From an optimization exercise on the open Yosys and OpenROAD flow, aimed at small area; shortcuts taken in it are not production practice. Only simulation tests tie the RTL to the original design; equivalence was not proved. No run shown here takes its clock network from TritonCTS; it comes from the design's own scripts or RTL. No driver is modelled on the clock port, so clock power and skew are understated where the tree is cut down; a real chip needs a root buffer or a tree. Power figures rest on the tool's default switching activity, not on a simulated workload.

### design/flow/flow/run.sh
#!/bin/bash
# Layout flow:
#  1. the standard synthesis (standard.sh synth), unchanged;
#  2. the combinational logic of its netlist re-mapped for area with ABC's
#     default liberty flow (reabc.tcl); flip-flops, their names and cell types
#     are kept exactly as the standard synthesis made them;
#  3. standard ORFS floorplan and placement, with the smallest buffer on the
#     ports;
#  4. a flat clock tree (cts.tcl) instead of TritonCTS: the clock port drives
#     three clkbuf_16, each at the centre of a third of the flip-flops;
#  5. standard ORFS routing and finishing, with power recovery (downsizing of
#     non-critical gates) after global routing.
# Each tool's output goes to a log file in this folder.
set -euo pipefail
cat >> config.mk <<'EOF'
export RECOVER_POWER = 100
export BUFFER_PORTS_ARGS = -buffer_cell sky130_fd_sc_hd__buf_1
EOF
R=orfs/results/sky130hd/vga_top/base
bash standard.sh synth > synth.log 2>&1
cp $R/1_2_yosys.v std_1_2_yosys.v
export LIBFILE=$FLOW_HOME/platforms/sky130hd/lib/sky130_fd_sc_hd__tt_025C_1v80.lib
export FFCELLS=flow/ffcells.txt
export IN_V=std_1_2_yosys.v
export OUT_V=$R/1_2_yosys.v
export DONT_USE_ARGS="$(sed -n '/DONT_USE_CELLS/,/^$/p' $FLOW_HOME/platforms/sky130hd/config.mk | grep -o 'sky130_fd_sc_hd__[a-z0-9_]*' | sed 's/^/-dont_use /' | tr '\n' ' ')"
yosys -c flow/reabc.tcl > reabc.log 2>&1
rm -f $R/1_synth.odb $R/1_synth.sdc
bash standard.sh place > place.log 2>&1
IN_DB=$R/3_place.odb IN_SDC=$R/3_place.sdc OUT_DB=$R/4_1_cts.odb OUT_SDC=$R/4_cts.sdc \
  CTS_NBUF=3 CTS_BUFCELL=sky130_fd_sc_hd__clkbuf_16 \
  openroad -no_init -exit flow/cts.tcl > cts.log 2>&1
bash standard.sh finish > finish.log 2>&1
### design/flow/flow/cts.tcl
# Clock tree: the clock port drives NBUF clock buffers directly, each placed
# at the centre of a group of nearby flip-flops and driving that group's clock
# pins. Groups are made by splitting the flip-flops at the median x, then each
# half at the median y (and so on), so they are compact and equal in size.
set platform $::env(FLOW_HOME)/platforms/sky130hd
read_liberty $platform/lib/sky130_fd_sc_hd__tt_025C_1v80.lib
read_db $::env(IN_DB)
read_sdc $::env(IN_SDC)
source $platform/setRC.tcl

set nbuf $::env(CTS_NBUF)
set bufcell $::env(CTS_BUFCELL)
set block [ord::get_db_block]
set clknet [$block findNet pixelclk]
set sinks {}
foreach it [$clknet getITerms] {
  set inst [$it getInst]
  lappend sinks [list $it [lindex [$inst getLocation] 0] [lindex [$inst getLocation] 1]]
}
puts "clock sinks: [llength $sinks]"

proc split_groups {items n axis} {
  if {$n <= 1} { return [list $items] }
  set idx [expr {$axis == 0 ? 1 : 2}]
  set sorted [lsort -integer -index $idx $items]
  set n1 [expr {$n / 2}]
  set cut [expr {int(round([llength $sorted] * double($n1) / $n))}]
  set a [lrange $sorted 0 [expr {$cut - 1}]]
  set b [lrange $sorted $cut end]
  return [concat [split_groups $a $n1 [expr {1 - $axis}]] [split_groups $b [expr {$n - $n1}] [expr {1 - $axis}]]]
}

set groups [split_groups $sinks $nbuf 0]
set master [[ord::get_db] findMaster $bufcell]
set i 0
foreach g $groups {
  set sx 0; set sy 0
  foreach s $g { set sx [expr {$sx + [lindex $s 1]}]; set sy [expr {$sy + [lindex $s 2]}] }
  set cx [expr {int($sx / [llength $g])}]
  set cy [expr {int($sy / [llength $g])}]
  set inst [odb::dbInst_create $block $master "clkbuf_leaf_$i"]
  set net [odb::dbNet_create $block "clknet_leaf_$i"]
  $net setSigType CLOCK
  $inst setLocation $cx $cy
  $inst setPlacementStatus PLACED
  [$inst findITerm A] connect $clknet
  [$inst findITerm X] connect $net
  foreach s $g {
    set it [lindex $s 0]
    $it disconnect
    $it connect $net
  }
  puts "group $i: [llength $g] sinks at ($cx, $cy)"
  incr i
}

set_propagated_clock [all_clocks]
detailed_placement
estimate_parasitics -placement
report_clock_skew
report_worst_slack -min
report_worst_slack -max
repair_timing -hold -verbose
detailed_placement
check_placement -verbose
estimate_parasitics -placement
report_clock_skew
report_worst_slack -min
report_worst_slack -max
set worst 0
foreach pin [get_pins -hierarchical */CLK] { set s [get_property $pin slew_max]; if {$s > $worst} {set worst $s} }
puts "worst flip-flop clock pin slew (placement parasitics): $worst"
write_db $::env(OUT_DB)
write_sdc $::env(OUT_SDC)
### design/flow/flow/ffcells.txt
sky130_fd_sc_hd__dfbbn_1 sky130_fd_sc_hd__dfbbn_2 sky130_fd_sc_hd__dfbbp_1 sky130_fd_sc_hd__dfrbp_1 sky130_fd_sc_hd__dfrbp_2 sky130_fd_sc_hd__dfrtn_1 sky130_fd_sc_hd__dfrtp_1 sky130_fd_sc_hd__dfrtp_2 sky130_fd_sc_hd__dfrtp_4 sky130_fd_sc_hd__dfsbp_1 sky130_fd_sc_hd__dfsbp_2 sky130_fd_sc_hd__dfstp_1 sky130_fd_sc_hd__dfstp_2 sky130_fd_sc_hd__dfstp_4 sky130_fd_sc_hd__dfxbp_1 sky130_fd_sc_hd__dfxbp_2 sky130_fd_sc_hd__dfxtp_1 sky130_fd_sc_hd__dfxtp_2 sky130_fd_sc_hd__dfxtp_4 sky130_fd_sc_hd__dlclkp_1 sky130_fd_sc_hd__dlclkp_2 sky130_fd_sc_hd__dlclkp_4 sky130_fd_sc_hd__dlrbn_1 sky130_fd_sc_hd__dlrbn_2 sky130_fd_sc_hd__dlrbp_1 sky130_fd_sc_hd__dlrbp_2 sky130_fd_sc_hd__dlrtn_1 sky130_fd_sc_hd__dlrtn_2 sky130_fd_sc_hd__dlrtn_4 sky130_fd_sc_hd__dlrtp_1 sky130_fd_sc_hd__dlrtp_2 sky130_fd_sc_hd__dlrtp_4 sky130_fd_sc_hd__dlxbn_1 sky130_fd_sc_hd__dlxbn_2 sky130_fd_sc_hd__dlxbp_1 sky130_fd_sc_hd__dlxtn_1 sky130_fd_sc_hd__dlxtn_2 sky130_fd_sc_hd__dlxtn_4 sky130_fd_sc_hd__dlxtp_1 sky130_fd_sc_hd__dlygate4sd1_1 sky130_fd_sc_hd__dlygate4sd2_1 sky130_fd_sc_hd__dlygate4sd3_1 sky130_fd_sc_hd__dlymetal6s2s_1 sky130_fd_sc_hd__dlymetal6s4s_1 sky130_fd_sc_hd__dlymetal6s6s_1 sky130_fd_sc_hd__edfxbp_1 sky130_fd_sc_hd__edfxtp_1 sky130_fd_sc_hd__lpflow_inputisolatch_1 sky130_fd_sc_hd__sdfbbn_1 sky130_fd_sc_hd__sdfbbn_2 sky130_fd_sc_hd__sdfbbp_1 sky130_fd_sc_hd__sdfrbp_1 sky130_fd_sc_hd__sdfrbp_2 sky130_fd_sc_hd__sdfrtn_1 sky130_fd_sc_hd__sdfrtp_1 sky130_fd_sc_hd__sdfrtp_2 sky130_fd_sc_hd__sdfrtp_4 sky130_fd_sc_hd__sdfsbp_1 sky130_fd_sc_hd__sdfsbp_2 sky130_fd_sc_hd__sdfstp_1 sky130_fd_sc_hd__sdfstp_2 sky130_fd_sc_hd__sdfstp_4 sky130_fd_sc_hd__sdfxbp_1 sky130_fd_sc_hd__sdfxbp_2 sky130_fd_sc_hd__sdfxtp_1 sky130_fd_sc_hd__sdfxtp_2 sky130_fd_sc_hd__sdfxtp_4 sky130_fd_sc_hd__sdlclkp_1 sky130_fd_sc_hd__sdlclkp_2 sky130_fd_sc_hd__sdlclkp_4 sky130_fd_sc_hd__sedfxbp_1 sky130_fd_sc_hd__sedfxbp_2 sky130_fd_sc_hd__sedfxtp_1 sky130_fd_sc_hd__sedfxtp_2 sky130_fd_sc_hd__sedfxtp_4
### design/flow/flow/reabc.tcl
# Re-map the combinational logic of the standard synthesis netlist with ABC's
# default liberty flow (which comes out smaller than ORFS's delay-oriented
# script at this relaxed clock). Flip-flop instances, their names and cell
# types are kept exactly as the standard synthesis made them.
yosys -import
set lib $::env(LIBFILE)
read_liberty -ignore_miss_func $lib
foreach c [split [string trim [exec cat $::env(FFCELLS)]]] { blackbox $c }
read_verilog $::env(IN_V)
hierarchy -top vga_top
flatten
opt_clean -purge
techmap
opt -purge
abc -liberty $lib {*}$::env(DONT_USE_ARGS)
opt_clean -purge
hilomap -singleton -hicell sky130_fd_sc_hd__conb_1 HI -locell sky130_fd_sc_hd__conb_1 LO
splitnets
opt_clean -purge
insbuf -buf sky130_fd_sc_hd__buf_4 A X
stat -liberty $lib
write_verilog -noattr -nohex -nodec -selected $::env(OUT_V)
### design/flow/standard.sh
#!/bin/bash
# synth_recipe.tcl (not shown) runs the flow's synth.tcl, then flattens the netlist and writes it again
# the make line also repeats each setting of config.mk as NAME=value (left out here)
make -C /OpenROAD-flow-scripts/flow DESIGN_CONFIG=/design/flow/config.mk WORK_HOME=/design/flow/orfs CLKGATE_MAP_FILE= SYNTH_SCRIPT=/design/flow/synth_recipe.tcl "${@:-finish}"
### design/flow/config.mk
export PLATFORM = sky130hd
export DESIGN_NAME = vga_top
export DESIGN_NICKNAME = vga_top
export VERILOG_FILES = /design/flow/design.v
export SDC_FILE = /design/flow/constraint.sdc
export NUM_CORES = 4
export LEC_CHECK = 0
export CAP_MARGIN = 20
export CORE_MARGIN = 2
export CORE_UTILIZATION = 60
export SLEW_MARGIN = 20
export RECOVER_POWER = 100
export BUFFER_PORTS_ARGS = -buffer_cell sky130_fd_sc_hd__buf_1
### design/flow/constraint.sdc
create_clock -name core_clock -period 15.0 [get_ports {pixelclk}]
set_input_delay 3.0000 -clock core_clock [delete_from_list [all_inputs] [get_ports {pixelclk}]]
set_output_delay 3.0000 -clock core_clock [all_outputs]
set_load 0.01 [all_outputs]
### design/flow/design.v
`timescale 1ns/1ps
`default_nettype none
module vga_top (
    input  wire logic   pixelclk,
    input  wire logic   rst,
    output logic [2:0]  rgb,         
    output logic        hsync,
    output logic        vsync
);
    function automatic logic [10:0] add11(logic [10:0] a, logic [10:0] b, logic ci);
        logic c;
        c = ci;
        for (int i = 0; i < 11; i++) begin
            add11[i] = a[i] ^ b[i] ^ c;
            c = (a[i] & b[i]) | (a[i] & c) | (b[i] & c);
        end
    endfunction
    logic [10:0] xo;
    logic [9:0]  yo;
    wire [11:0] xinc = {1'b0, xo} + 12'd1;
    wire        line_end = (xo[9:0] == 10'h3ff) && !xo[10];     
    wire [10:0] yinc = {1'b0, yo} + {10'd0, line_end};
    always_ff @(posedge pixelclk) begin
        if (rst) begin
            xo <= 11'd1022;
            yo <= 10'd1023;
        end else begin
            xo <= xinc[10:0] | (xinc[11] ? 11'd720 : 11'd0);
            yo <= yinc[9:0]  | (yinc[10] ? 10'd218 : 10'd0);
        end
    end
    wire visible = xo[10];
    logic [10:0] xr0, xr1, xr2;
    logic [10:0] yr0, yr1, yr2;
    logic        f2a, f2b, f1b;      
    logic [1:0]  ph;
    logic        ini;                
    logic [1:0]  sel;
    wire [2:0] jph = xo[2:0] - {1'b0, ph};
    wire win     = (xo[10:3] == 8'd90) && !jph[2] && !(jph[1] && jph[0]);
    wire upd     = win && (yo == 10'd985);                      
    wire wrap    = (yo == 10'd1023);                            
    wire ini_end = visible && (xo[9:0] == 10'd3);
    logic [2:0] step;
    always_comb begin
        case (ph)
            2'd0:    step = 3'd2;
            2'd1:    step = 3'd3;
            default: step = 3'd4;
        endcase
    end
    logic [10:0] xinit, yinit;
    always_comb begin
        case (ph)
            2'd0:    begin xinit = {1'b0, 10'(-428)}; yinit = {1'b0, 10'd393}; end
            2'd1:    begin xinit = {1'b1, 10'd402};   yinit = {1'b1, 10'd788}; end
            default: begin xinit = {1'b0, 10'(-428)}; yinit = {1'b0, 10'd404}; end
        endcase
    end
    wire [9:0]  dy  = yr0[9:0];
    logic [9:0] dadd;
    always_comb begin
        if (!win)
            dadd = 10'd0;
        else if (wrap)
            dadd = 10'd219;                          
        else if (upd)
            dadd = yr0[10] ? 10'd1 + {7'd0, step} : 10'd1 - {7'd0, step};
        else
            dadd = 10'd1;
    end
    wire [9:0] ndy  = 10'(add11({1'b0, dy}, {1'b0, dadd}, 1'b0));
    wire       bncy = yr0[10] ? (ndy > 10'd571) : (ndy < 10'd124);    
    function automatic logic [5:0] span_w(logic [5:0] k);
        case (k)
            6'd0: span_w = 6'd49;
            6'd1: span_w = 6'd49;
            6'd2: span_w = 6'd49;
            6'd3: span_w = 6'd49;
            6'd4: span_w = 6'd49;
            6'd5: span_w = 6'd49;
            6'd6: span_w = 6'd49;
            6'd7: span_w = 6'd49;
            6'd8: span_w = 6'd49;
            6'd9: span_w = 6'd49;
            6'd10: span_w = 6'd48;
            6'd11: span_w = 6'd48;
            6'd12: span_w = 6'd48;
            6'd13: span_w = 6'd48;
            6'd14: span_w = 6'd47;
            6'd15: span_w = 6'd47;
            6'd16: span_w = 6'd47;
            6'd17: span_w = 6'd47;
            6'd18: span_w = 6'd46;
            6'd19: span_w = 6'd46;
            6'd20: span_w = 6'd45;
            6'd21: span_w = 6'd45;
            6'd22: span_w = 6'd44;
            6'd23: span_w = 6'd44;
            6'd24: span_w = 6'd43;
            6'd25: span_w = 6'd43;
            6'd26: span_w = 6'd42;
            6'd27: span_w = 6'd42;
            6'd28: span_w = 6'd41;
            6'd29: span_w = 6'd40;
            6'd30: span_w = 6'd39;
            6'd31: span_w = 6'd39;
            6'd32: span_w = 6'd38;
            6'd33: span_w = 6'd37;
            6'd34: span_w = 6'd36;
            6'd35: span_w = 6'd35;
            6'd36: span_w = 6'd34;
            6'd37: span_w = 6'd33;
            6'd38: span_w = 6'd32;
            6'd39: span_w = 6'd31;
            6'd40: span_w = 6'd29;
            6'd41: span_w = 6'd28;
            6'd42: span_w = 6'd27;
            6'd43: span_w = 6'd25;
            6'd44: span_w = 6'd23;
            6'd45: span_w = 6'd21;
            6'd46: span_w = 6'd19;
            6'd47: span_w = 6'd17;
            6'd48: span_w = 6'd13;
            6'd49: span_w = 6'd9;
            6'd50: span_w = 6'd9;
            6'd51: span_w = 6'd9;
            6'd52: span_w = 6'd9;
            6'd53: span_w = 6'd9;
            6'd54: span_w = 6'd9;
            6'd55: span_w = 6'd9;
            6'd56: span_w = 6'd9;
            6'd57: span_w = 6'd9;
            6'd58: span_w = 6'd9;
            6'd59: span_w = 6'd9;
            6'd60: span_w = 6'd9;
            6'd61: span_w = 6'd9;
            6'd62: span_w = 6'd9;
            6'd63: span_w = 6'd9;
            default: span_w = 6'd9;
        endcase
    endfunction
    wire [5:0] kabs = dy[6] ? dy[5:0] : 6'(7'd64 - {1'b0, dy[5:0]});
    wire       dok  = (dy[9:7] == 3'd0) && (dy[6] || dy[5:0] != 6'd0) && (kabs < 6'd50);
    wire [5:0] w    = span_w(kabs);
    wire [9:0]  qx   = xr0[9:0];
    wire [10:0] xadd = upd ? ({11{~xr0[10]}} ^ {8'd0, step}) : xo;
    wire [10:0] xsum = add11(xadd, {qx[9], qx}, upd && !xr0[10]);
    wire [9:0]  nqx  = xsum[9:0];
    wire [9:0]  nqo  = {~nqx[9], nqx[8:0]};       
    wire        bncx = xr0[10] ? (nqo > 10'd974) : (nqo < 10'd60);      
    wire        xok  = (xsum[10:6] == 5'b10111) || (xsum[10:6] == 5'b11000);
    wire [6:0]  v    = {xsum[10:6] == 5'b11000, xsum[5:0]};      
    wire [5:0]  c = xsum[5:0] ^ {6{~v[6]}};
    wire [10:0] e = add11({5'd0, w}, {5'd0, ~c}, v[6]);
    wire e64 = e[6];
    wire e65 = e[6] && (e[5:0] != 6'd0);
    wire e66 = e[6] && (e[5:1] != 5'd0);
    wire e63 = e[6] || (e[5:0] == 6'h3f);
    wire e62 = e[6] || (e[5:1] == 5'h1f);
    wire hok = dok && xok;
    wire h0  = hok && e64;
    wire h1  = hok && (v[6] ? e65 : e63);
    wire h2  = hok && (v[6] ? e66 : e62);
    always_ff @(posedge pixelclk) begin
        xr0 <= xr1;  xr1 <= xr2;
        yr0 <= yr1;  yr1 <= yr2;
        f2a <= h1;   f2b <= h2;  f1b <= f2b;
        if (ini) begin
            xr2 <= xinit;
            yr2 <= yinit;
        end else begin
            xr2 <= upd ? {xr0[10] ^ bncx, nqx} : xr0;
            yr2 <= {yr0[10] ^ (upd && bncy), ndy};
        end
        if (rst) begin
            ph  <= 2'd0;
            ini <= 1'b1;
            sel <= 2'd3;
        end else begin
            ph  <= (ph == 2'd2) ? 2'd0 : ph + 2'd1;
            if (ini_end)
                ini <= 1'b0;
            if (upd && (bncx || bncy))
                sel <= ph;       
        end
    end
    logic b0, b1, b2;
    always_comb begin
        case (ph)
            2'd0:    begin b0 = h0;  b1 = f1b; b2 = f2a; end
            2'd1:    begin b0 = f2a; b1 = h0;  b2 = f1b; end
            default: begin b0 = f1b; b1 = f2a; b2 = h0;  end
        endcase
    end
    wire in_frame = visible && (yo >= 10'd418) && (yo < 10'd986);
    wire in_band  = (yo < 10'd428) || (yo >= 10'd976) || (xo < 11'd1034) || (xo >= 11'd2038);
    always_comb begin
        rgb = 3'b000;
        if (in_frame) begin
            if (b0)           rgb = 3'b100;
            else if (b1)      rgb = 3'b010;
            else if (b2)      rgb = 3'b001;
            else if (in_band) rgb = (sel == 2'd0) ? 3'b100 : (sel == 2'd1) ? 3'b010 :
                                    (sel == 2'd2) ? 3'b001 : 3'b111;
        end
    end
    assign hsync = !(xo >= 11'd744 && xo < 11'd880);
    assign vsync = !(yo >= 10'd988 && yo < 10'd994);
endmodule
`default_nettype wire
==> impl_metrics.json, run 1 <==
{
  "outcome": "complete, no violations",
  "die_w_um": 89.8,
  "nets": 531,
  "yosysWarningCount": 1,
  "finalWirelength_mm": 9.67,
  "endpoint_kind": "output port",
  "cp_top_family": "compound AO/OA/AOI/OAI gates",
  "slowest_stage": "a2111oi_0",
  "max_cap_violations": 0,
  "cp.required_ns": 12.00,
  "arrival_ns": 8.46,
  "critPathKind": "reg2out",
  "syn-num-nets": 519,
  "die_area_mm2": 0.00806,
  "path_clk_slew_ns": 0.12,
  "synthCells": 517,
  "first_global_vias": 3479,
  "insertedDiodeCount": 0,
  "portBuffers": 6,
  "crit_path_frequent_cell": "a311oi_1",
  "max_freq_ghz": 0.0872,
  "grt_start_max_net_pins": 33,
  "post-route-period-util_pct": 76.4,
  "fill_cells": 649,
  "grt_pass1_wl_mm": 16.4,
  "track_usage_pct": 23.6,
  "pre_cts_slack_ns": 4.05,
  "tightestPinTransition_ns": 1.18,
  "hpwl_mm": 7.14,
  "crit_fanout": 18,
  "drc": 0,
  "finClkSkew_ns": 0.0231,
  "peakVddDrop_mv": 0.127,
  "path_depth": 21,
  "drv_slew": 0,
  "setup_tns_ns": 0,
  "dpl_cell_area_mm2": 0.00457,
  "wl_per_cell_um": 15.4,
  "num_vias": 3732,
  "p_total_uw": 555,
  "antenna_found_initial": 0,
  "final_antenna_net_count": 0,
  "coreArea_mm2": 0.00718,
  "clk-insertion-delay-late_ns": 0.18,
  "power.density_mw_per_mm2": 120,
  "crit_path_max_incr_delay_ns": 0.92,
  "dieHeight_um": 89.8,
  "start_util_pct": 61.5,
  "area_delta_synth_final_pct": 5.19,
  "p_leak_nw": 1.81,
  "first_iter_violations": 245,
  "fin_ws_ns": 3.54,
  "via_per_inst": 5.96,
  "setup_viol": 0,
  "path_cells": "xor2_1 > mux2i_1 > nand4_1 > nor2_1 > a31o_1 > a311oi_1 > o311ai_0 > a311o_1 > a311oi_1 > or4_1 > a2111oi_0 > o21ai_0 > xnor2_1 > o21bai_1 > a311oi_1 > o31a_1 > nor2_1 > o211a_1 > a222oi_1 > nor4bb_1 > buf_1",
  "path_buf_inv": 1,
  "design_area_mm2": 0.00464,
  "globalplace.congestion": 0.943,
  "fin_hold_ws_ns": 0.311,
  "hold_viol_final": 0,
  "syn_avg_cell_area_um2": 8.54,
  "fin_crit_ns": 11.46,
  "whs_path_depth": 0,
  "rr_worst_depth": 20,
  "cp-start-kind": "flop",
  "ios": 7,
  "layout-drive-gt1-share_pct": 0.759,
  "holdCritPathClass": "reg2reg",
  "slew_headroom_pct": 20.6,
  "grt_overflow": 0,
  "syn_area_mm2": 0.00442,
  "rsz0062_at_grt": "false",
  "num_rows": 31,
  "drtPass1Iterations": 5
}
stage by stage:
stage          std cells  util (%)
2_1_floorplan        517         -
3_3_place_gp         623      63.7
3_5_place_dp         623      63.7
5_1_grt              626      64.7
6_report             626      64.7
routing by layer:
layer | GRT usage (%) | part of all wire [%] | vias up | wire (um)
met2 | 37.6 | 43 | 121 | 4160
met3 | 1.17 | 4.9 | 21 | 478
met1 | 35.0 | 49 | 1703 | 4740
met5 | 0 | 0 | - | 0
met4 | 6.41 | 2.9 | 0 | 285
li1 | - | - | 1887 | -
worst reg2reg max path, stage by stage, from the launching register on:
cell	delay (ns)
dfxtp_1	0.61
xor2_1	0.22
mux2i_1	0.28
nand4_1	0.63
nor2_1	0.73
a31o_1	0.20
a311oi_1	0.10
o311ai_0	0.57
a311o_1	0.35
a311oi_1	0.16
or4_1	0.45
a2111oi_0	0.92
o21ai_0	0.62
xnor2_1	0.44
o21bai_1	0.15
a311oi_1	0.38
o31a_1	0.24
xnor2_1	0.15
xnor2_1	0.12
nor4_1	0.38
o2bb2ai_1	0.10
power by group:
| part | leakage [nW] | internal (mW) | switching [mW] | total [mW] |
|---|---|---|---|---|
| logic | 0.990 | 0.0641 | 0.0969 | 0.161 |
| registers | 0.783 | 0.274 | 0.0236 | 0.297 |
| clock network | 0.0370 | 0.0372 | 0.0597 | 0.0969 |
| total | 1.81 | 0.375 | 0.180 | 0.555 |
layout make-up:
cell class / count / area [um2] / share of cell area, %
multi-input cells: 410 / 2470 / 53.2
flip-flops and latches: 95 / 1900 / 40.9
well taps: 99 / 124 / 2.67
plain buffers: 3 / 75.1 / 1.62
inverters: 12 / 45.0 / 0.970
repair buffers: 7 / 30.0 / 0.647
path summary, 6_finish.rpt:
path	end	from	slack, ns
max	rgb[0]	ph[1]	3.54
min	xr0[8]	xr1[8]	0.31
max reg2reg	f2a	ph[1]	7.10
min reg2reg	xr0[8]	xr1[8]	0.31
sequential cells by signal, indices dropped and copies added, names as in the netlist:
signal / count
ph: 2
xo: 11
yr0: 11
yo: 10
f2a: 1
ini: 1
f1b: 1
xr1: 11
f2b: 1
yr1: 11
xr2: 11
yr2: 11
sel: 2
xr0: 11
layout by cell type (no fill, tap or decap), types with 3 or more instances in the layout:
cell type	count
nand4_1	8
and4_1	5
maj3_1	6
buf_1	5
o211a_1	3
nand2_1	59
o21ai_0	34
or2_0	4
nor2_1	59
a311oi_1	3
and2_0	11
nand2b_1	5
o21bai_1	7
dfxtp_1	95
nor3_1	13
o31ai_1	4
clkinv_1	12
a31oi_1	12
a31o_1	6
xor2_1	20
a21o_1	4
o21a_1	5
clkbuf_16	3
a21oi_1	27
mux2i_1	3
nor2b_1	11
xnor2_1	31
and3_1	10
nand3_1	20
o211ai_1	4
==> run 2: changes to the inputs <==
--- a/design/flow/config.mk
+++ b/design/flow/config.mk
@@ -9,3 +9,3 @@
 export CORE_MARGIN = 2
-export CORE_UTILIZATION = 60
+export CORE_UTILIZATION = 40
 export SLEW_MARGIN = 20
==> run 2 against run 1 <==
- still clean on timing, DRC and antenna
- synthesized area unchanged
- global-route usage down 6.7 points
- worst setup slack better by 0.012 ns
- utilization down 21 points
- fmax up 0.11%
- combinational power about the same
- sequential power about the same
- die area up 48%
- cell area up 1.2%
- sequential cell count unchanged
- clock power down 1%
- register-to-register slack better by 0.13 ns
- critical path type unchanged
- critical endpoint unchanged
==> impl_metrics.json, run 2 <==
{
  "fill_cells": 1066,
  "r2r_setup_slack_ns": 7.23,
  "num_rows": 38,
  "endpoint_kind": "output port",
  "die_w_um": 109,
  "finalWirelength_mm": 9.72,
  "first_iter_violations": 212,
  "rsz0062_at_grt": "false",
  "critPathKind": "reg2out",
  "p_leak_nw": 1.81,
  "antenna_found_initial": 0,
  "p_total_uw": 554,
  "finClkSkew_ns": 0.0113,
  "area_delta_synth_final_pct": 6.43,
  "setup_viol": 0,
  "grt_pass1_wl_mm": 16.5,
  "path_depth": 21,
  "layout_common_cells": "95 x dfxtp_1, 59 x nor2_1, 59 x nand2_1",
  "rr_endpoint": "f2a",
  "grt_overflow": 0,
  "final_antenna_net_count": 0,
  "peakVddDrop_mv": 0.135,
  "r2r_start": "ph[1]",
  "yosysWarningCount": 1,
  "num_vias": 3682,
  "highest_layer": "met4",
  "grt_start_max_net_pins": 33,
  "path_buf_inv": 1,
  "hold_viol_final": 0,
  "power.density_mw_per_mm2": 118,
  "cp-start-kind": "flop",
  "drc": 0,
  "slowest_stage": "a2111oi_0",
  "crit_path_max_incr_delay_ns": 0.90,
  "layout-drive-gt1-share_pct": 0.758,
  "syn-num-nets": 519,
  "rr_worst_depth": 20,
  "max_cap_violations": 0,
  "setup_tns_ns": 0,
  "first_global_vias": 3364,
  "wl_per_cell_um": 14.6,
  "drv_slew": 0,
  "arrival_ns": 8.45,
  "mostFrequentLayoutCell": "dfxtp_1",
  "multi_input_area_mm2": 0.00247,
  "final_util_pct": 43.5,
  "cp.required_ns": 12.00,
  "fin_crit_ns": 11.45,
  "regArea_mm2": 0.00190,
  "ios": 7,
  "met1Wirelength_mm": 4.81,
  "via_per_inst": 5.51,
  "path_clk_slew_ns": 0.11,
  "max_freq_ghz": 0.0873,
  "tightestPinTransition_ns": 1.01,
  "crit_path_end": "rgb[0]",
  "crit_start": "ph[1]",
  "crit_fanout": 18,
  "slew_headroom_pct": 31.2,
  "synthCells": 517,
  "start_util_pct": 40.9,
  "portBuffers": 6,
  "syn_area_mm2": 0.00442,
  "die_area_mm2": 0.0119,
  "path_cells": "xor2_1 > mux2i_1 > nand4_1 > nor2_1 > a31o_1 > a311oi_1 > o311ai_0 > a311o_1 > a311oi_1 > or4_1 > a2111oi_0 > o21ai_0 > xnor2_1 > nand2_1 > a311oi_1 > o31a_1 > nor2_1 > o211a_1 > a222oi_1 > nor4bb_1 > buf_1",
  "hpwl_mm": 7.48,
  "insertedDiodeCount": 0,
  "outcome": "complete, no violations",
  "clk-insertion-delay-late_ns": 0.17,
  "coreArea_mm2": 0.0108,
  "drtPass1Iterations": 5,
  "post-route-period-util_pct": 76.4,
  "nets": 532,
  "globalplace.congestion": 0.853,
  "track_usage_pct": 16.9,
  "dieHeight_um": 109,
  "wl_met2_mm": 4.39,
  "cp_top_family": "compound AO/OA/AOI/OAI gates",
  "syn_avg_cell_area_um2": 8.54,
  "holdCritPathClass": "reg2reg",
  "crit_path_frequent_cell": "a311oi_1",
  "wl_met3_um": 327
}
-- run 2: cell type report --
| class | instances | share of cell area, % |
|---|---|---|
| multi-input cells | 410 | 52.5 |
| flip-flops and latches | 95 | 40.5 |
| well taps | 140 | 3.73 |
| plain buffers | 3 | 1.60 |
| inverters | 12 | 0.958 |
| repair buffers | 8 | 0.719 |
-- run 2: worst min-delay path by stage --
stage	start	to	slack [ns]	depth (start not counted)
after floorplan	f2b	f1b	0.31	0
after global placement	xr2[3]	xr1[3]	0.31	0
after detailed placement	xr2[6]	xr1[6]	0.31	0
after global routing	xr2[9]	xr1[9]	0.33	0
final	xr2[9]	xr1[9]	0.33	0
-- run 2: through the flow --
stage	cells	worst slack [ns]	hold slack, ns	cell area, um2
final	668	3.55	0.328	4700
after detailed placement	665	3.82	0.313	4630
after global routing	668	2.51	0.329	4700
after global placement	665	4.35	0.310	4630
after floorplan	517	5.24	0.310	4420
-- run 2: worst reg2reg max path, stage by stage, from the launching register on --
cell	delay, ns
dfxtp_1	0.59
xor2_1	0.23
mux2i_1	0.29
nand4_1	0.61
nor2_1	0.68
a31o_1	0.19
a311oi_1	0.11
o311ai_0	0.53
a311o_1	0.33
a311oi_1	0.16
or4_1	0.44
a2111oi_0	0.90
o21ai_0	0.62
xnor2_1	0.44
nand2_1	0.15
a311oi_1	0.42
o31a_1	0.23
xnor2_1	0.15
xnor2_1	0.12
nor4_1	0.39
o2bb2ai_1	0.10
-- run 2: per-layer routing --
| layer | vias to the layer above | global-route usage [%] |
|---|---|---|
| li1 | 1886 | - |
| met1 | 1713 | 24.6 |
| met2 | 70 | 28.0 |
| met3 | 13 | 0.658 |
| met4 | 0 | 2.84 |
| met5 | - | 0 |
-- run 2: report_power, final --
group          switching, mW  internal, mW
logic                 0.0972        0.0641
registers             0.0233         0.274
clock network         0.0584        0.0372
total                  0.179         0.375
==> run 3: changes to the inputs <==
--- a/design/flow/flow/reabc.tcl
+++ b/design/flow/flow/reabc.tcl
@@ -1,4 +1,4 @@
-# Re-map the combinational logic of the standard synthesis netlist with ABC's
-# default liberty flow (which comes out smaller than ORFS's delay-oriented
-# script at this relaxed clock). Flip-flop instances, their names and cell
+# Re-map the combinational logic of the standard synthesis netlist with an
+# area-oriented ABC script (the clock is relaxed, so ORFS's delay-oriented
+# script spends area for nothing). Flip-flop instances, their names and cell
 # types are kept exactly as the standard synthesis made them.
@@ -14,3 +14,3 @@
 opt -purge
-abc -liberty $lib {*}$::env(DONT_USE_ARGS)
+abc -script {+strash;dc2;&get,-n;&dch,-f;&nf,-a,-R,1000;&put} -liberty $lib {*}$::env(DONT_USE_ARGS)
 opt_clean -purge
==> run 3 against run 2 <==
- still clean on timing, DRC and antenna
- worst hold slack improved by 0.0086 ns
- critical path depth is 12 higher
- cell count down 5.5%
- utilization rose by 0.46 points
- synthesized cell count down 6.4%
- largest cell class unchanged
==> impl_metrics.json, run 3 <==
{
  "outcome": "complete, no violations",
  "die_w_um": 107,
  "start_util_pct": 41.2,
  "setup_tns_ns": 0,
  "yosysWarningCount": 1,
  "path_clk_slew_ns": 0.11,
  "first_iter_violations": 141,
  "peakVddDrop_mv": 0.104,
  "arrival_ns": 8.58,
  "num_rows": 37,
  "cp-start-kind": "flop",
  "dpl_cell_area_mm2": 0.00447,
  "portBuffers": 6,
  "fin_crit_ns": 11.58,
  "track_usage_pct": 16.0,
  "hold_viol_final": 0,
  "grt_pass1_wl_mm": 15.4,
  "first_global_vias": 3243,
  "grt_overflow": 0,
  "wl_per_cell_um": 14.3,
  "finalWirelength_mm": 9.02,
  "max_freq_ghz": 0.0863,
  "slowest_stage": "nor2_1",
  "max_cap_violations": 0,
  "globalplace.congestion": 0.866,
  "layout_common_cells": "95 x dfxtp_1, 50 x nor2_1, 44 x nand2_1",
  "insertedDiodeCount": 0,
  "nets": 499,
  "cp.required_ns": 12.00,
  "drc": 0,
  "syn-num-nets": 486,
  "whs_path_depth": 0,
  "final_antenna_net_count": 0,
  "mostFrequentLayoutCell": "dfxtp_1",
  "grt_start_max_net_pins": 33,
  "num_vias": 3497,
  "area_delta_synth_final_pct": 6.79,
  "tightestPinTransition_ns": 0.966,
  "holdCritPathClass": "reg2reg",
  "coreArea_mm2": 0.0103,
  "fin_hold_ws_ns": 0.336,
  "design_area_mm2": 0.00454,
  "crit_path_max_incr_delay_ns": 0.52,
  "fin_ws_ns": 3.42,
  "ios": 7,
  "setup_viol": 0,
  "via_per_inst": 5.54,
  "clk-insertion-delay-late_ns": 0.18,
  "layout-drive-gt1-share_pct": 1.21,
  "endpoint_kind": "output port",
  "crit_fanout": 17,
  "power.density_mw_per_mm2": 121,
  "path_buf_inv": 2,
  "pre_cts_slack_ns": 3.62,
  "drv_slew": 0,
  "synthCells": 484,
  "syn_avg_cell_area_um2": 8.79,
  "cp_top_family": "simple AND/OR/NAND/NOR gates",
  "path_depth": 33,
  "syn_area_mm2": 0.00425,
  "drtPass1Iterations": 5,
  "critPathKind": "reg2out",
  "dieHeight_um": 107,
  "finClkSkew_ns": 0.0198,
  "antenna_found_initial": 0,
  "post-route-period-util_pct": 77.2,
  "rr_worst_depth": 31,
  "final_util_pct": 44.0,
  "die_area_mm2": 0.0115,
  "p_leak_nw": 1.67,
  "slew_headroom_pct": 35.5,
  "rsz0062_at_grt": "false",
  "hpwl_mm": 6.68
}
[run 3: cell count changes in the layout (fill, tap and decap cells not counted), sizes merged, moves of 5 or more]
cell and change:
nand2 -15, xor2 -5, a31o -5, nand3 -9, nor2 -9, clkinv -5
and4 -5, xnor2 +11, o21ai +6, nand2b +9
[run 3: cell type report]
class	count	area, um2
buffer	3	75.1
timing repair buffer	8	37.5
tap	136	170
sequential	95	1900
fill	1025	5780
inverter	7	26.3
multi-input combinational	382	2330
[run 3: worst reg2reg max path, delay by kind of cell (launching register included)]
| family | cells | cell delay, ns |
|---|---|---|
| simple gates | 10 | 2.63 |
| compound gates | 11 | 2.08 |
| fa+ha+maj | 6 | 2.06 |
| xor+xnor | 3 | 0.73 |
| flops | 1 | 0.49 |
| buf+inv | 1 | 0.06 |
[run 3: final timing paths]
kind	from	to	slack, ns
worst max-delay path	xo[9]	rgb[0]	3.42
worst min register to register	yr2[8]	yr1[8]	0.34
worst min-delay path	yr2[8]	yr1[8]	0.34
worst max register to register	xo[9]	f2a	6.84
[run 3: power by group]
group / switching, mW / internal [mW]
combinational: 0.0885 / 0.0653
clock: 0.0617 / 0.0373
sequential: 0.0228 / 0.273
total: 0.173 / 0.375
[run 3: routing by layer]
layer | part of all wire (%) | GRT usage (%) | vias up
li1 | - | - | 1753
met1 | 47 | 21.9 | 1661
met2 | 47 | 28.1 | 73
met3 | 4.8 | 1.28 | 10
met4 | 1.3 | 2.41 | 0
met5 | 0 | 0 | -
[run 3: through the flow]
stage / total power, mW / cells
2_1_floorplan: 0.420 / 484
3_3_place_gp: 0.451 / 628
3_5_place_dp: 0.454 / 628
5_1_grt: 0.585 / 631
6_report: 0.548 / 631
==> run 4: changes to the inputs <==
--- a/design/flow/flow/run.sh
+++ b/design/flow/flow/run.sh
@@ -9,3 +9,5 @@
 #  4. a flat clock tree (cts.tcl) instead of TritonCTS: the clock port drives
-#     three clkbuf_16, each at the centre of a third of the flip-flops;
+#     three clkbuf_16 (four if the estimated slew at the flip-flops is over
+#     110 ps with both ways of grouping them), each at the centre of its
+#     group of flip-flops;
 #  5. standard ORFS routing and finishing, with power recovery (downsizing of
@@ -29,5 +31,10 @@
 bash standard.sh place > place.log 2>&1
-IN_DB=$R/3_place.odb IN_SDC=$R/3_place.sdc OUT_DB=$R/4_1_cts.odb OUT_SDC=$R/4_cts.sdc \
-  CTS_NBUF=3 CTS_BUFCELL=sky130_fd_sc_hd__clkbuf_16 \
-  openroad -no_init -exit flow/cts.tcl > cts.log 2>&1
+for try in 3:0 3:20 4:0; do
+  n=${try%:*}; k=${try#*:}
+  IN_DB=$R/3_place.odb IN_SDC=$R/3_place.sdc OUT_DB=$R/4_1_cts.odb OUT_SDC=$R/4_cts.sdc \
+    CTS_NBUF=$n CTS_KMEANS_ROUNDS=$k CTS_BUFCELL=sky130_fd_sc_hd__clkbuf_16 \
+    openroad -no_init -exit flow/cts.tcl > cts_${n}_$k.log 2>&1
+  slew=$(sed -n 's/^CTS_WORST_SLEW //p' cts_${n}_$k.log)
+  if [ -n "$slew" ] && awk -v s="$slew" 'BEGIN { exit !(s <= 0.110) }'; then break; fi
+done
 bash standard.sh finish > finish.log 2>&1
--- a/design/flow/flow/cts.tcl
+++ b/design/flow/flow/cts.tcl
@@ -1,2 +1,2 @@
-# Clock tree: the clock port drives NBUF clock buffers directly, each placed
+# Clock tree: the clock port drives CTS_NBUF clock buffers directly, each placed
 # at the centre of a group of nearby flip-flops and driving that group's clock
@@ -33,2 +33,26 @@
 set groups [split_groups $sinks $nbuf 0]
+# optionally refine the groups with rounds of k-means (nearest centre)
+for {set iter 0} {$iter < $::env(CTS_KMEANS_ROUNDS)} {incr iter} {
+  set cents {}
+  foreach g $groups {
+    set sx 0; set sy 0
+    foreach s $g { set sx [expr {$sx + [lindex $s 1]}]; set sy [expr {$sy + [lindex $s 2]}] }
+    lappend cents [list [expr {$sx / [llength $g]}] [expr {$sy / [llength $g]}]]
+  }
+  set new {}
+  for {set k 0} {$k < $nbuf} {incr k} { lappend new {} }
+  foreach s $sinks {
+    set best 0; set bd 1e30
+    for {set k 0} {$k < $nbuf} {incr k} {
+      set c [lindex $cents $k]
+      set d [expr {abs([lindex $s 1] - [lindex $c 0]) + abs([lindex $s 2] - [lindex $c 1])}]
+      if {$d < $bd} { set bd $d; set best $k }
+    }
+    lset new $best [concat [lindex $new $best] [list $s]]
+  }
+  set ok 1
+  foreach g $new { if {[llength $g] == 0} { set ok 0 } }
+  if {!$ok} { break }
+  set groups $new
+}
 set master [[ord::get_db] findMaster $bufcell]
@@ -72,2 +96,3 @@
 puts "worst flip-flop clock pin slew (placement parasitics): $worst"
+puts "CTS_WORST_SLEW $worst"
 write_db $::env(OUT_DB)
==> run 4 against run 3 <==
- register-to-register slack got worse by 0.02 ns
- clock skew decreased by 0.0079 ns
- cell area increased by 0.55%
==> impl_metrics.json, run 4 <==
{
  "max_freq_ghz": 0.0864,
  "design_area_mm2": 0.00457,
  "syn_avg_cell_area_um2": 8.79,
  "peakVddDrop_mv": 0.0705,
  "portBuffers": 6,
  "dp_cells": 628,
  "drc": 0,
  "setup_viol": 0,
  "first_global_vias": 3265,
  "num_vias": 3473,
  "grt_pass1_wl_mm": 15.5,
  "drv_slew": 0,
  "num_rows": 37,
  "die_w_um": 107,
  "grt_overflow": 0,
  "insertedDiodeCount": 0,
  "dpl_cell_area_mm2": 0.00447,
  "fin_crit_ns": 11.57,
  "finalWirelength_mm": 9.11,
  "area_delta_synth_final_pct": 7.38,
  "globalplace.congestion": 0.866,
  "layout-drive-gt1-share_pct": 1.41,
  "crit_fanout": 17,
  "fin_ws_ns": 3.43,
  "setup_tns_ns": 0,
  "p_leak_nw": 1.68,
  "ios": 7,
  "fin_hold_ws_ns": 0.331,
  "max_cap_violations": 0,
  "syn_area_mm2": 0.00425,
  "finClkSkew_ns": 0.0119,
  "clk-insertion-delay-late_ns": 0.16,
  "arrival_ns": 8.57,
  "syn-num-nets": 486,
  "mostFrequentLayoutCell": "dfxtp_1",
  "path_clk_slew_ns": 0.09,
  "post-route-period-util_pct": 77.1,
  "holdCritPathClass": "reg2reg",
  "tightestPinTransition_ns": 0.916,
  "crit_path_max_incr_delay_ns": 0.52,
  "first_iter_violations": 136,
  "hold_viol_final": 0,
  "power.density_mw_per_mm2": 123,
  "layout_common_cells": "95 x dfxtp_1, 50 x nor2_1, 44 x nand2_1",
  "coreArea_mm2": 0.0103,
  "via_per_inst": 5.50,
  "rsz0062_at_grt": "false",
  "wl_per_cell_um": 14.4,
  "antenna_found_initial": 0,
  "slowest_stage": "nor2_1",
  "final_cells": 632,
  "final_antenna_net_count": 0,
  "drtPass1Iterations": 5,
  "grt_start_max_net_pins": 27,
  "start_util_pct": 41.2,
  "outcome": "complete, no violations",
  "track_usage_pct": 16.1,
  "cp.required_ns": 12.00,
  "yosysWarningCount": 1,
  "cp-start-kind": "flop",
  "critPathKind": "reg2out",
  "die_area_mm2": 0.0115,
  "hpwl_mm": 6.68,
  "slew_headroom_pct": 38.8,
  "nets": 500,
  "synthCells": 484,
  "endpoint_kind": "output port",
  "dieHeight_um": 107,
  "pre_cts_slack_ns": 3.62
}
==> run 4: layer usage <==
layer	track usage (%)	wire length (um)	vias to the layer above
met3	1.09	236	10
li1	-	-	1754
met1	21.9	4420	1670
met4	3.34	159	0
met2	28.1	4290	39
met5	0	0	-
==> run 4: metrics by stage <==
step	total power [mW]	util, %
global placement	0.451	43.3
finish	0.560	44.2
global route	0.597	44.2
floorplan	0.420	-
detailed placement	0.454	43.3
==> run 4: worst paths after layout <==
| check | startpoint | endpoint | slack [ns] | cells past startpoint |
|---|---|---|---|---|
| max | xo[9] | rgb[0] | 3.43 | 33 |
| min | xr1[8] | xr0[8] | 0.33 | 0 |
| max reg2reg | xo[9] | f2a | 6.82 | 31 |
| min reg2reg | xr1[8] | xr0[8] | 0.33 | 0 |
==> run 4: area by class of cell <==
cell class,count,area (um2)
buffer,4,100
fill,1019,5760
inverter,7,26.3
multi-input combinational,382,2330
sequential,95,1900
tap,136,170
timing repair buffer,8,37.5
==> run 4: worst max-delay path, delay by kind of cell (launching register included) <==
kind                       cells  cell delay (ns)
and+or+nand+nor               10             2.66
adders and majority gates      6             2.07
buffers and inverters          2             0.23
DFF                            1             0.49
AOI/OAI and AO/OA             13             2.41
xor gates and xnor gates       2             0.55
==> run 4: power breakdown <==
| group | switching [mW] | internal (mW) | total (mW) | leakage, nW |
|---|---|---|---|---|
| Clock | 0.0612 | 0.0488 | 0.110 | 0.0493 |
| Combinational | 0.0889 | 0.0653 | 0.154 | 0.851 |
| Sequential | 0.0228 | 0.273 | 0.296 | 0.783 |
==> run 5: changes to the inputs <==
--- a/design/flow/flow/reabc.tcl
+++ b/design/flow/flow/reabc.tcl
@@ -14,3 +14,3 @@
 opt -purge
-abc -script {+strash;dc2;&get,-n;&dch,-f;&nf,-a,-R,1000;&put} -liberty $lib {*}$::env(DONT_USE_ARGS)
+abc -script {+strash;dc2;&get,-n;&dch,-f;&nf,-a,-R,1000,-F,10,-A,10;&put} -liberty $lib {*}$::env(DONT_USE_ARGS)
 opt_clean -purge
--- a/design/flow/config.mk
+++ b/design/flow/config.mk
@@ -10,2 +10,3 @@
 export CORE_UTILIZATION = 40
+export PLACE_DENSITY = 0.92
 export SLEW_MARGIN = 20
==> run 5 against run 4 <==
- clock power is essentially flat
- sequential cell count unchanged
- cell count shrank 0.32%
- die area fell by 0.36%
- worst setup slack lost 0.47 ns
- via count is 2.4% higher
- fmax decreased by 3.9%
- global-route usage up 0.38 points
- sequential power about the same
- clock skew increased by 0.0011 ns
- register-to-register slack worse by 0.52 ns
- critical path type unchanged
==> impl_metrics.json, run 5 <==
{
  "outcome": "complete, no violations",
  "coreArea_mm2": 0.0103,
  "wl_per_cell_um": 14.7,
  "globalplace.congestion": 0.910,
  "syn_avg_cell_area_um2": 8.79,
  "finClkSkew_ns": 0.0130,
  "pre_cts_slack_ns": 3.31,
  "design_area_mm2": 0.00455,
  "wl_met2_mm": 4.54,
  "crit_fanout": 18,
  "area_delta_synth_final_pct": 7.41,
  "slew_headroom_pct": 37.0,
  "holdCritPathClass": "reg2reg",
  "fin_crit_ns": 12.03,
  "highest_layer": "met4",
  "first_global_vias": 3457,
  "synthCells": 482,
  "antenna_found_initial": 0,
  "setup_viol": 0,
  "final_antenna_net_count": 0,
  "clk-insertion-delay-late_ns": 0.16,
  "start_util_pct": 41.0,
  "portBuffers": 6,
  "arrival_ns": 9.03,
  "finalWirelength_mm": 9.25,
  "mostFrequentLayoutCell": "dfxtp_1",
  "first_iter_violations": 196,
  "path_clk_slew_ns": 0.09,
  "hold_viol_final": 0,
  "grt_overflow": 0,
  "endpoint_kind": "output port",
  "rsz0062_at_grt": "false",
  "p_leak_nw": 1.68,
  "wl_met3_um": 375,
  "tightestPinTransition_ns": 0.938,
  "ios": 7,
  "insertedDiodeCount": 0,
  "fin_hold_ws_ns": 0.326,
  "syn_area_mm2": 0.00424,
  "max_freq_ghz": 0.0831,
  "die_w_um": 107,
  "track_usage_pct": 16.5,
  "hpwl_mm": 6.77,
  "num_rows": 37,
  "peakVddDrop_mv": 0.0645,
  "layout_common_cells": "95 x dfxtp_1, 54 x nor2_1, 43 x nand2_1, 43 x xnor2_1, 39 x o21ai_0",
  "drv_slew": 0,
  "yosysWarningCount": 1,
  "die_area_mm2": 0.0114,
  "syn-num-nets": 484,
  "num_vias": 3556,
  "via_per_inst": 5.64,
  "drtPass1Iterations": 6,
  "drc": 0,
  "critPathKind": "reg2out",
  "cp-start-kind": "flop",
  "layout-drive-gt1-share_pct": 1.42,
  "slowest_stage": "nor2_1",
  "max_cap_violations": 0,
  "dieHeight_um": 107,
  "setup_tns_ns": 0,
  "fin_ws_ns": 2.97,
  "nets": 498,
  "grt_pass1_wl_mm": 16.1,
  "power.density_mw_per_mm2": 123,
  "grt_start_max_net_pins": 27,
  "post-route-period-util_pct": 80.2,
  "cp.required_ns": 12.00,
  "dpl_cell_area_mm2": 0.00445,
  "crit_path_frequent_cell": "maj3_1",
  "met1Wirelength_mm": 4.21,
  "crit_path_max_incr_delay_ns": 0.61
}
[run 5: cell types whose count changed in the layout (fill, tap and decap cells not counted), sizes merged, moves of 2 or more]
cell,change
a211oi,+2
xor2,-2
and2,+2
a31oi,-3
nor3,-2
nor2,+4
maj3,+2
o21a,-2
nand2b,-4
a21oi,-2
[run 5: path summary, 6_finish.rpt]
check | start | slack, ns | endpoint | cells past startpoint
min reg2reg | xr2[5] | 0.33 | xr1[5] | 0
max reg2reg | xo[9] | 6.30 | f2a | 29
max | xo[9] | 2.97 | rgb[2] | 31
min | xr2[5] | 0.33 | xr1[5] | 0
[run 5: metal layers]
metal / global-route usage, % / vias to the layer above
li1: - / 1743
met1: 21.9 / 1711
met2: 30.0 / 89
met3: 1.46 / 13
met4: 1.95 / 0
met5: 0 / -
[run 5: critical path: cells and delay by family, from the launching register on]
kind / cells / cell delay [ns]
AO/OA/AOI/OAI: 9 / 2.10
XOR/XNOR: 2 / 0.51
adder cells (fa/ha/maj): 8 / 2.82
buffers and inverters: 2 / 0.24
flip-flops: 1 / 0.48
AND/OR/NAND/NOR: 10 / 2.75
[run 5: power breakdown]
part           total (mW)  switching (mW)  internal (mW)
Clock               0.110          0.0609         0.0488
Sequential          0.295          0.0226          0.273
Combinational       0.157          0.0929         0.0640
[run 5: stage by stage]
stage	utilization, %	instances	power, mW
2_1_floorplan	-	482	0.418
3_3_place_gp	43.1	626	0.442
3_5_place_dp	43.1	626	0.453
5_1_grt	44.1	630	0.593
6_report	44.1	630	0.562
[run 5: final cells by class]
cell class                 instances  area [um2]
buffer                             4         100
fill                             970        5770
inverter                           8        30.0
multi-input combinational        379        2310
sequential                        95        1900
tap                              136         170
timing repair buffer               8        37.5
==> run 6: changes to the inputs <==
--- a/design/flow/config.mk
+++ b/design/flow/config.mk
@@ -10,3 +10,3 @@
 export CORE_UTILIZATION = 40
-export PLACE_DENSITY = 0.92
+export PLACE_DENSITY = 0.75
 export SLEW_MARGIN = 20
==> run 6 against run 5 <==
- still clean on timing, DRC and antenna
- via count is 3.4% lower
- clock power hardly changed
- power is 0.74% lower
- synthesized area stayed put
- combinational power is 3% lower
- worst setup slack better by 0.014 ns
- routed wire length is 4.1% lower
- fmax is 0.12% higher
- cell area is 0.16% lower
- critical path type unchanged
- critical endpoint unchanged
- largest cell class unchanged
- highest routed layer unchanged
==> impl_metrics.json, run 6 <==
{
  "pwr-share-comb_pct": 27.4,
  "p_leak_nw": 1.68,
  "finalWirelength_mm": 8.88,
  "cp_top_family": "adder cells",
  "crit_fanout": 18,
  "p_total_uw": 558,
  "first_iter_violations": 211,
  "start_util_pct": 41.0,
  "switching_power_uw": 172,
  "setup_tns_ns": 0,
  "path_clk_slew_ns": 0.09,
  "drc": 0,
  "peakVddDrop_mv": 0.0700,
  "yosysWarningCount": 1,
  "drtPass1Iterations": 5,
  "via_per_inst": 5.46,
  "globalplace.congestion": 0.879,
  "syn-num-nets": 484,
  "crit_start": "xo[9]",
  "portBuffers": 6,
  "rsz0062_at_grt": "false",
  "die_area_mm2": 0.0114,
  "dpl_cell_area_mm2": 0.00444,
  "intPower_uw": 386,
  "hold_viol_final": 0,
  "wl_met2_mm": 4.11,
  "met1Wirelength_mm": 4.21,
  "slew_headroom_pct": 19.9,
  "insertedDiodeCount": 0,
  "switching_share_pct": 30.9,
  "arrival_ns": 9.02,
  "syn_avg_cell_area_um2": 8.79,
  "crit_path_max_incr_delay_ns": 0.66,
  "wl_per_cell_um": 14.1,
  "cp-start-kind": "flop",
  "finClkSkew_ns": 0.0107,
  "highest_layer": "met4",
  "syn_area_mm2": 0.00424,
  "p_seq_share_pct": 53.0,
  "worstHoldStart": "yr1[6]",
  "max_cap_violations": 0,
  "layout-drive-gt1-share_pct": 1.22,
  "r2r_start": "xo[9]",
  "setup_viol": 0,
  "holdCritPathClass": "reg2reg",
  "coreArea_mm2": 0.0103,
  "critPathKind": "reg2out",
  "design_area_mm2": 0.00454,
  "track_usage_pct": 15.9,
  "fill_cells": 981,
  "layout_common_cells": "95 x dfxtp_1, 54 x nor2_1, 43 x nand2_1, 43 x xnor2_1, 39 x o21ai_0",
  "mostFrequentLayoutCell": "dfxtp_1",
  "area_delta_synth_final_pct": 7.23,
  "hpwl_mm": 6.54,
  "fin_crit_ns": 12.02,
  "slowest_stage": "nor2_1",
  "grt_overflow": 0,
  "ios": 7,
  "grt_start_max_net_pins": 27,
  "first_global_vias": 3174,
  "crit_path_frequent_cell": "maj3_1",
  "drv_slew": 0,
  "power.density_mw_per_mm2": 123,
  "die_w_um": 107,
  "cp.required_ns": 12.00,
  "endpoint_kind": "output port",
  "num_vias": 3435,
  "final_antenna_net_count": 0,
  "num_rows": 37,
  "synthCells": 482,
  "path_buf_inv": 2,
  "nets": 497,
  "outcome": "complete, no violations",
  "max_freq_ghz": 0.0832,
  "dieHeight_um": 107,
  "post-route-period-util_pct": 80.1,
  "tightestPinTransition_ns": 1.19,
  "wl_met3_um": 396,
  "grt_pass1_wl_mm": 15.3,
  "clk-insertion-delay-late_ns": 0.16,
  "antenna_found_initial": 0,
  "clkPwrFrac_pct": 19.7
}
-- run 6: power by group through the flow --
| stage | logic, mW | clock network (mW) | registers [mW] |
|---|---|---|---|
| 5_1_grt | 0.172 | 0.122 | 0.300 |
| 3_5_place_dp | 0.150 | 0 | 0.301 |
| 2_1_floorplan | 0.124 | 0 | 0.293 |
| 3_3_place_gp | 0.146 | 0 | 0.299 |
| 6_report | 0.153 | 0.110 | 0.296 |
-- run 6: layout make-up --
| cell class | count | area [um2] | area share, % |
|---|---|---|---|
| multi-input combinational | 379 | 2310 | 50.9 |
| sequential | 95 | 1900 | 41.9 |
| tap | 136 | 170 | 3.74 |
| buffer | 4 | 100 | 2.20 |
| timing repair buffer | 7 | 30.0 | 0.661 |
| inverter | 8 | 30.0 | 0.661 |
-- run 6: final timing paths --
path | end | slack, ns | cells past startpoint
worst max register to register | f2a | 6.37 | 29
worst min-delay path | yr0[6] | 0.33 | 0
worst max-delay path | rgb[2] | 2.98 | 31
worst min register to register | yr0[6] | 0.33 | 0
-- run 6: per-stage QoR --
| stage | std cells | hold WS, ns | util (%) | setup WS (ns) |
|---|---|---|---|---|
| 5_1_grt | 629 | 0.337 | 44.0 | 2.05 |
| 3_3_place_gp | 625 | 0.310 | 43.0 | 3.73 |
| 3_5_place_dp | 625 | 0.312 | 43.0 | 3.22 |
| 2_1_floorplan | 482 | 0.310 | - | 3.75 |
| 6_report | 629 | 0.330 | 44.0 | 2.98 |
-- run 6: metal layers --
metal  track usage [%]  vias up
li1                  -     1735
met1              22.8     1608
met2              26.8       79
met3              1.28       13
met4              2.78        0
met5                 0        -

-- port drivers added, routing unchanged --
The flow's constraints put no driver on any port. The routed layouts listed below were extracted and timed again, unchanged, in two steps. Step 1 assumes that a clkbuf_16 drives the clock port and a buf_2 every other input. Step 2 also shifts input and output timing later by t, the mid clock arrival at the registers, as if the neighbouring blocks saw the same clock. Three values: ideal ports, drivers, drivers and shift; two values: the first two.
run	shift t [ns]	setup slack, ns	slew at the worst register clock pin (ns)	pins driven straight from the clock port
run 1	0.231	3.535 / 3.471 / 3.702	0.12 / 0.12	3
run 2	0.232	3.547 / 3.481 / 3.713	0.11 / 0.11	3
run 3	0.238	3.419 / 3.351 / 3.589	0.12 / 0.12	3
run 4	0.233	3.431 / 3.350 / 3.583	0.10 / 0.10	4
run 5	0.229	2.965 / 2.887 / 3.117	0.10 / 0.10	4
run 6	0.231	2.979 / 2.899 / 3.131	0.09 / 0.09	4
After both steps setup and hold are still met in every run listed.
